This is an optimization exercise on Yosys and OpenROAD, whose aim is small area, a short achievable clock period and few clock cycles, not a production implementation. At most, simulation tests tie the RTL to the original design; equivalence was not proved. Power is estimated from default activity; no workload was simulated.

==> inputs of job 5558 <==
==> flow/design.v (excerpt) <==
module k_nearest_point_select (
  input  logic        clk,
  input  logic        rst_n,
  input  logic        cfg_wr_en,
  input  logic [1:0]  cfg_index,
  input  logic [23:0] cfg_data,
  input  logic        in_valid,
  output logic        in_ready,
  input  logic [23:0] in_point_x,
  input  logic [23:0] in_point_y,
  input  logic [23:0] in_point_z,
  input  logic        in_set_end,
  output logic        out_valid,
  input  logic        out_ready,
  output logic [4:0]  out_target_index,
  output logic        out_list_end,
  output logic        out_dropped
);
export LEC_CHECK = 0
export CAP_MARGIN = 20
export CORE_MARGIN = 2
export CORE_UTILIZATION = 62
export CTS_CLUSTER_DIAMETER = 85
export CTS_CLUSTER_SIZE = 24
export SETUP_SLACK_MARGIN = 5.0
export SLEW_MARGIN = 20
create_clock -name core_clock -period 9.0 [get_ports {clk}]
run.sh (not shown) runs the stock make flow with config.mk's settings and CLKGATE_MAP_FILE= SYNTH_SCRIPT=/design/flow/synth_recipe.tcl, a recipe that flattens the netlist after the stock synthesis.
==> job 9827: changes against job 5558 <==
--- a/flow/design.v
+++ b/flow/design.v
@@ -15,26 +15,22 @@
   input  logic [DIST_W-1:0]      d2,
   input  logic                   v4,
   input  logic [J_W-1:0]         j4,
   output logic [NPTS*IDX_W-1:0]  rank_n,    
   output logic [IDX_W-1:0]       base_n,
-  output logic [IDX_W-1:0]       min_n,     
-  output logic [IDX_W-1:0]       min2_n,    
-  output logic                   ismin3     
+  output logic [IDX_W-1:0]       min_n      
 );
   localparam int NC = NPTS - 1;    
   logic [DIST_W-1:0] dring [NPTS];    
-  logic [NC-1:0]     ltc_r;      
-  logic [J_W-1:0]    nv_r;       
   logic [NC-1:0]     lt_r, ge_r;
   logic [IDX_W-1:0]  rk [NPTS];
   logic [3:0]        pc_r [4];
   logic [IDX_W-1:0]  pcs;
   logic [IDX_W-1:0]  base_r;
   logic              wr2, first4, new4;
   logic              ismin_r;
-  logic [IDX_W-1:0]  min_r, min2_r;
+  logic [IDX_W-1:0]  min_r;
   logic [IDX_W-1:0]  rk_n [NPTS];
   assign wr2    = v2 && !j2[J_W-1];
   assign new4   = v4 && !j4[J_W-1];
   assign first4 = v4 && (j4 == '0);
   always_ff @(posedge clk) begin
@@ -59,17 +55,13 @@
       end
       lt_c[p] = l[0];
     end
   end
   always_ff @(posedge clk) begin
-    ltc_r <= lt_c;
-    nv_r  <= wr2 ? j2 : '0;
-  end
-  always_comb begin
     for (int p = 0; p < NC; p++) begin
-      lt_r[p] = (nv_r > J_W'(p)) && ltc_r[p];
-      ge_r[p] = (nv_r > J_W'(p)) && !ltc_r[p];
+      lt_r[p] <= wr2 && (j2 > J_W'(p)) && lt_c[p];
+      ge_r[p] <= wr2 && (j2 > J_W'(p)) && !lt_c[p];
     end
   end
   always_ff @(posedge clk) begin
     for (int g = 0; g < 4; g++) begin
       logic [3:0] c;
@@ -77,22 +69,13 @@
       for (int k = 8 * g; k < 8 * g + 8 && k < NC; k++) c = c + 4'(ge_r[k]);
       pc_r[g] <= c;
     end
     ismin_r <= (ge_r == '0);
   end
-  assign ismin3 = (ge_r == '0);
-  assign min_n  = (new4 && ismin_r) ? j4[IDX_W-1:0] : min_r;
-  always_comb begin
-    min2_n = min2_r;
-    if (new4) begin
-      if (ismin_r)                                                          min2_n = min_r;
-      else if (IDX_W'(pc_r[0]) + IDX_W'(pc_r[1]) + IDX_W'(pc_r[2]) + IDX_W'(pc_r[3]) == IDX_W'(1)) min2_n = j4[IDX_W-1:0];
-    end
-  end
+  assign min_n = (new4 && ismin_r) ? j4[IDX_W-1:0] : min_r;
   always_ff @(posedge clk) begin
-    min_r  <= min_n;
-    min2_r <= min2_n;
+    min_r <= min_n;
   end
   assign pcs = IDX_W'(pc_r[0]) + IDX_W'(pc_r[1]) + IDX_W'(pc_r[2]) + IDX_W'(pc_r[3]) + IDX_W'(lt_r[0]);
   always_comb begin
     for (int q = 0; q < NPTS; q++) begin
       logic [IDX_W-1:0] nx;
@@ -6006,36 +5989,30 @@
     .d   (d2)
   );
   logic [NPTS*IDX_W-1:0] rank_n;
   logic [IDX_W-1:0]      base_n;
   logic [IDX_W-1:0]      min_n;
-  logic [IDX_W-1:0]      min2_n;
-  logic                  ismin3;
   kps_rank u_rank (
     .clk   (clk),
     .rst_n (rst_n),
     .v2    (v2),
     .j2    (j2),
     .d2    (d2),
     .v4    (v4),
     .j4    (j4),
     .rank_n (rank_n),
     .base_n (base_n),
-    .min_n  (min_n),
-    .min2_n (min2_n),
-    .ismin3 (ismin3)
+    .min_n  (min_n)
   );
   logic held_r;
-  logic early, early_r;    
   always_ff @(posedge clk) begin
     if (!rst_n) begin
-      held_r  <= 1'b0;
-      early_r <= 1'b0;
-    end else begin
-      early_r <= early;
-      if (pop && qsel_r[0]) held_r <= 1'b0;
-      else if (v4 && l4 && !early_r) held_r <= 1'b1;
+      held_r <= 1'b0;
+    end else if (pop && qsel_r[0]) begin
+      held_r <= 1'b0;
+    end else if (v4 && l4) begin
+      held_r <= 1'b1;
     end
   end
   logic [NPTS*IDX_W-1:0] orank_r;
   logic                  seq_r;
   logic [J_W-1:0]        ocnt_r;    
@@ -6049,14 +6026,11 @@
   logic             out_free, emit, emit_last, first;
   logic [IDX_W-1:0] selp, sel;
   assign out_free  = !ov_r || out_ready;
   assign emit      = busy_r && out_free;
   assign emit_last = (r_r + J_W'(1) == ocnt_r);
-  assign early     = qv_r[0] && qsel_r[0] && !held_r && v3 && l3 && !busy_r && out_free;
-  assign pop       = early ||
-                     (qv_r[0] && (qsel_r[0] ? (held_r || (v4 && l4 && !early_r)) : 1'b1) &&
-                      (!busy_r || (emit && emit_last)));
+  assign pop       = qv_r[0] && (qsel_r[0] ? (held_r || (v4 && l4)) : 1'b1) && (!busy_r || (emit && emit_last));
   assign first     = pop && !busy_r && out_free;    
   always_comb begin
     busy_n = busy_r;
     if (emit && emit_last) busy_n = 1'b0;
     if (pop) busy_n = !(first && qcnt_r[0] == J_W'(1));
@@ -6065,11 +6039,11 @@
     selp = '0;
     for (int p = 0; p < NPTS; p++) begin
       if (orank_r[p*IDX_W +: IDX_W] == r_r[IDX_W-1:0]) selp = selp | IDX_W'(p);
     end
   end
-  assign sel = (early_r && r_r == J_W'(1)) ? min2_n : obase_r - selp;
+  assign sel = obase_r - selp;
   always_ff @(posedge clk) begin
     if (!rst_n) begin
       busy_r <= 1'b0;
       ov_r   <= 1'b0;
     end else begin
@@ -6077,24 +6051,22 @@
       if (emit || first) ov_r <= 1'b1;
       else if (out_ready) ov_r <= 1'b0;
     end
   end
   always_ff @(posedge clk) begin
-    if (pop || early_r) begin
-      orank_r <= rank_n;
-      obase_r <= base_n;
-    end
     if (pop) begin
+      orank_r <= rank_n;
       seq_r   <= !qsel_r[0];
       ocnt_r  <= qcnt_r[0];
+      obase_r <= base_n;
       oovf_r  <= qovf_r[0];
       r_r     <= first ? J_W'(1) : J_W'(0);
     end else if (emit) begin
       r_r     <= r_r + J_W'(1);
     end
     if (first) begin
-      oidx_r  <= !qsel_r[0] ? '0 : early ? ((ismin3 && !j3[J_W-1]) ? j3[IDX_W-1:0] : min_n) : min_n;
+      oidx_r  <= qsel_r[0] ? min_n : '0;
       olast_r <= (qcnt_r[0] == J_W'(1));
       odrop_r <= qovf_r[0];
     end else if (emit) begin
       oidx_r  <= seq_r ? r_r[IDX_W-1:0] : sel;
       olast_r <= emit_last;
CORE_UTILIZATION = 50   (was 62)
CTS_CLUSTER_DIAMETER = unset   (was 85)
CTS_CLUSTER_SIZE = unset   (was 24)
==> results by group <==
Status
  • Status: complete, no violations

Synth
  • Syn Inst Count: 13000
  • Simple-Gate Fraction of Synth Area: 11.5%

Route
  • WL met3: 22.8 mm
  • Met2 wire len: 173 mm

Place
  • Cell count after placement: 15900

Power
  • Comb power frac: 42.2%
  • Sequential share of power: 32.4%

Worst setup path
  • FF-to-FF Start: dy_r[7]
Source of the figures above: job 9827

==> results by group <==
Synth
  • Syn Inst Count: 12800
  • Simple-Gate Fraction of Synth Area: 11.0%
  • Synth Area in Compound Gates: 15.0%

Power
  • Sequential share of power: 36.5%
  • Comb power frac: 48.1%

Worst setup path
  • FF-to-FF Start: dy_r[15]

Route
  • Met2 wire len: 156 mm
  • WL met3: 17.8 mm

Place
  • Cell count after placement: 15100

Status
  • Status: complete, no violations
Source of the figures above: job 5558

Testbench counts of job 5558, summed over its fixed seeds: cycles 10,086.
Function not checked in job 9827: the RTL went through the layout flow alone.


==> yarrow: inputs <==
k_nearest_point_select, a different RTL version from the one above (not shown whole).
Settings: LEC_CHECK=0, CAP_MARGIN=20, CORE_MARGIN=2, CORE_UTILIZATION=56, CTS_CLUSTER_DIAMETER=85, CTS_CLUSTER_SIZE=24, SETUP_SLACK_MARGIN=5.0, SLEW_MARGIN=20; clock period 9.0 ns.
==> cedar: changes against yarrow <==
--- a/flow/config.mk
+++ b/flow/config.mk
@@ -7,7 +7,7 @@
 export LEC_CHECK = 0
 export CAP_MARGIN = 20
 export CORE_MARGIN = 2
-export CORE_UTILIZATION = 56
+export CORE_UTILIZATION = 62
 export CTS_CLUSTER_DIAMETER = 85
 export CTS_CLUSTER_SIZE = 24
 export SETUP_SLACK_MARGIN = 5.0
==> summary of the runs <==
Register-to-register slack: yarrow is higher than cedar (0.04 ns).
In yarrow the final area is higher than in cedar, by 0.46%.
Of cedar and yarrow, yarrow has the higher clock skew (gap 0.0056 ns).
Against yarrow, the core utilization of cedar is higher by 6.3 points.
Of cedar and yarrow, yarrow has the higher clock-buffer cell count (gap 8).
In yarrow the critical path depth is lower than in cedar, by 2.
In sequential power, yarrow and cedar hardly differ.
Against yarrow, the final cell count of cedar is smaller by about 2.2%.
Between yarrow and cedar, the lower global-route usage is in yarrow (gap 3.0 points).
Clock power is about the same in yarrow and cedar.
==> figures <==
metric	yarrow	cedar
Width of the chip	477 um	453 um
Actual transition at the worst max-transition pin	1.02 ns	1.28 ns
Starting DRT DRC Count	7612	7373
Worst slack, placed	3.59 ns	4.05 ns
M1 WL	152 mm	148 mm
Biggest cell delay along the critical path	0.97 ns	0.48 ns
Result of the run	complete, no violations	complete, no violations
Final clock-cell share	0.0305	0.0304
Switching part of the total	0.428	0.431
Final Cycle Share	0.443	0.447
Min Clock Period, post-route	3.99 ns	4.03 ns
Starting density of the core	0.563	0.625
Tapcells inserted	2975	2656
Antenna violations before repair	29	15
Vias in the first global route	89600	91100
Proportion of cell area occupied by multi-input gates	0.494	0.496
Total met3 wirelength after detailed routing	24.6 mm	26.3 mm
Skew-Pair Late Insertion Delay	0.82 ns	0.84 ns
Worst R2R Start	dz_r[15]	u_dist.d[21]
Number of vias after detailed routing	91400	92000
Number of fillers in the final layout	19000	15800
Testbench counts of yarrow, summed over its fixed seeds: cycles 10,101.
Testbench counts of cedar, summed over its fixed seeds: cycles 10,101.


==> job 3756 <==
k_nearest_point_select, a different RTL version from the one above (not shown whole).
==> module kps_rank, before the edit <==
module kps_rank (
  input  logic                   clk,
  input  logic                   rst_n,
  input  logic                   v2,
  input  logic [J_W-1:0]         j2,
  input  logic [DIST_W-1:0]      d2,
  input  logic                   v4,
  input  logic [J_W-1:0]         j4,
  output logic [NPTS*IDX_W-1:0]  rank_n,    
  output logic [IDX_W-1:0]       base_n,
  output logic [IDX_W-1:0]       min_n      
);
  localparam int NC = NPTS - 1;    
  logic [DIST_W-1:0] dring [NPTS];    
  logic [NC-1:0]     lt_r, ge_r;
  logic [IDX_W-1:0]  rk [NPTS];
  logic [3:0]        pc_r [4];
  logic [IDX_W-1:0]  pcs;
  logic [IDX_W-1:0]  base_r;
  logic              wr2, first4, new4;
  logic              ismin_r;
  logic [IDX_W-1:0]  min_r;
  logic [IDX_W-1:0]  rk_n [NPTS];
  assign wr2    = v2 && !j2[J_W-1];
  assign new4   = v4 && !j4[J_W-1];
  assign first4 = v4 && (j4 == '0);
  always_ff @(posedge clk) begin
    dring[0] <= wr2 ? ~d2 : dring[NPTS-1];
    for (int p = 1; p < NPTS; p++) dring[p] <= dring[p-1];
  end
  logic [NC-1:0] lt_c;
  always_comb begin
    for (int p = 0; p < NC; p++) lt_c[p] = d2 < ~dring[p];
  end
  always_ff @(posedge clk) begin
    for (int p = 0; p < NC; p++) begin
      lt_r[p] <= wr2 && (j2 > J_W'(p)) && lt_c[p];
      ge_r[p] <= wr2 && (j2 > J_W'(p)) && !lt_c[p];
    end
  end
  always_ff @(posedge clk) begin
    for (int g = 0; g < 4; g++) begin
      logic [3:0] c;
      c = '0;
      for (int k = 8 * g; k < 8 * g + 8 && k < NC; k++) c = c + 4'(ge_r[k]);
      pc_r[g] <= c;
    end
    ismin_r <= (ge_r == '0);
  end
  assign min_n = (new4 && ismin_r) ? j4[IDX_W-1:0] : min_r;
  always_ff @(posedge clk) begin
    min_r <= min_n;
  end
  assign pcs = IDX_W'(pc_r[0]) + IDX_W'(pc_r[1]) + IDX_W'(pc_r[2]) + IDX_W'(pc_r[3]) + IDX_W'(lt_r[0]);
  always_comb begin
    for (int q = 0; q < NPTS; q++) begin
      logic [IDX_W-1:0] nx;
      if (q == 0)      nx = rk[NPTS-1] + IDX_W'(lt_r[NC-1]);
      else if (q == 1) nx = rk[0];
      else             nx = rk[q-1] + IDX_W'(lt_r[q-2]);
      if (q == 2 && new4) nx = pcs;
      else if (first4)   nx = '1;
      rk_n[q] = nx;
    end
  end
  assign base_n = new4 ? j4[IDX_W-1:0] + IDX_W'(2) : base_r + IDX_W'(1);
  always_ff @(posedge clk) begin
    for (int q = 0; q < NPTS; q++) rk[q] <= rk_n[q];
    base_r <= base_n;
  end
  always_comb begin
    for (int q = 0; q < NPTS; q++) rank_n[q*IDX_W +: IDX_W] = rk_n[q];
  end
endmodule
Settings: LEC_CHECK=0, CAP_MARGIN=20, CORE_MARGIN=2, CORE_UTILIZATION=50, CTS_CLUSTER_DIAMETER=100, CTS_CLUSTER_SIZE=30, SETUP_SLACK_MARGIN=5.0, SLEW_MARGIN=20; clock period 9.0 ns.
==> job 2343: changes against job 3756 <==
- CTS_CLUSTER_DIAMETER: 100 -> not set
- CTS_CLUSTER_SIZE: 30 -> not set
==> job 5821: changes against job 3756 <==
--- a/flow/design.v
+++ b/flow/design.v
@@ -40,5 +40,20 @@
   logic [NC-1:0] lt_c;
   always_comb begin
-    for (int p = 0; p < NC; p++) lt_c[p] = d2 < ~dring[p];
+    logic [63:0] l, g;
+    for (int p = 0; p < NC; p++) begin
+      l = '0;
+      g = '0;
+      for (int k = 0; k < DIST_W; k++) begin
+        l[k] = !d2[k] && !dring[p][k];
+        g[k] = d2[k] && dring[p][k];
+      end
+      for (int w = 64; w > 1; w = w / 2) begin
+        for (int k = 0; k < w / 2; k++) begin
+          l[k] = l[2*k+1] || (!g[2*k+1] && l[2*k]);
+          g[k] = g[2*k+1] || (!l[2*k+1] && g[2*k]);
+        end
+      end
+      lt_c[p] = l[0];
+    end
   end
   always_ff @(posedge clk) begin
- CTS_CLUSTER_DIAMETER: 100 -> 90
- CTS_CLUSTER_SIZE: 30 -> 26
==> notes <==
Combinational power is about the same in job 2343 and job 3756.
Of job 2343 and job 5821, job 2343 has the higher cell area (gap about 7%, measured against job 5821).
The highest worst hold slack belongs to job 5821, the lowest to job 2343.
Against job 5821, the clock power of job 2343 is larger by 72%.
Job 3756 passed the timing, DRC and antenna checks. Job 5821 went through all stages and came out clean. Job 2343 finished clean.
Of job 2343 and job 3756, job 2343 has the higher power (gap 14%, measured against job 3756).
Against job 5821, the sequential share of layout area of job 3756 is lower by 1.2 points.
==> figures <==
Layout non-clock buf frac: job 5821 0.01914; job 3756 0.01800; job 2343 0.01747
Hold Path End: job 5821 j2b[4]; job 3756 j4[2]; job 2343 u_rank.dring[13][17]
Peak supply drop: job 5821 0.2587 mV; job 3756 0.2457 mV; job 2343 0.2510 mV
Run status: job 5821 complete, no violations; job 3756 complete, no violations; job 2343 complete, no violations
Layout Utilization: job 5821 0.5392; job 3756 0.5423; job 2343 0.5659
GR Util met2: job 5821 0.4598; job 3756 0.4014; job 2343 0.4060
Sequential share of power: job 5821 0.362; job 3756 0.351; job 2343 0.309
Number of instances resized during post-cts repair: job 5821 63; job 3756 30; job 2343 35
Startpoint of the worst setup timing path: job 5821 dy_r[11]; job 3756 in_point_y[0]; job 2343 r_r[3]
Sequential cells: job 5821 2694; job 3756 2695; job 2343 2695
Fraction of the mapped netlist area in simple logic gates: job 5821 0.1148; job 3756 0.1108; job 2343 0.1108
Final antenna diode count: job 5821 5; job 3756 3; job 2343 6
Vias: job 5821 93290; job 3756 82820; job 2343 84190
Testbench counts of job 3756, summed over its fixed seeds: cycles 10,254.
Testbench counts of job 2343, summed over its fixed seeds: cycles 10,254.
Function not checked in job 5821: the RTL went through the layout flow alone.

afterwards: timing with drivers on the ports:
Ports are ideal in the flow. The routed layouts listed here were re-timed in OpenROAD.
Step 1 (the two cells are an assumption about what drives the block):
set clk [get_ports {clk}]
set_driving_cell -lib_cell sky130_fd_sc_hd__clkbuf_16 $clk
set_driving_cell -lib_cell sky130_fd_sc_hd__buf_2 [delete_from_list [all_inputs] $clk]
Step 2, shift: input delay + t, output delay - t, t = (earliest + latest rising clock arrival at the registers) / 2. This alone moves slack from input paths to output paths.
a / b / c = ideal / step 1 / step 2; a / b = the first two.
run	shift t [ns]	slack for setup (ns)	worst data-port slew with drivers (ns)
job 5558	0.917	5.054 / 5.082 / 4.198	0.07
job 9827	1.004	5.039 / 5.039 / 4.207	0.15
yarrow	0.897	5.011 / 5.011 / 4.212	0.09
cedar	0.917	4.974 / 4.974 / 4.253	0.06
job 3756	0.901	5.091 / 5.100 / 4.269	0.06
job 2343	0.926	5.081 / 5.081 / 4.266	0.06
job 5821	0.918	5.039 / 5.039 / 4.232	0.14
After both steps every run listed still meets setup and hold. The setup slack of job 5558, which loses most, moves by +0.028 ns with the drivers and by -0.856 ns with both steps.
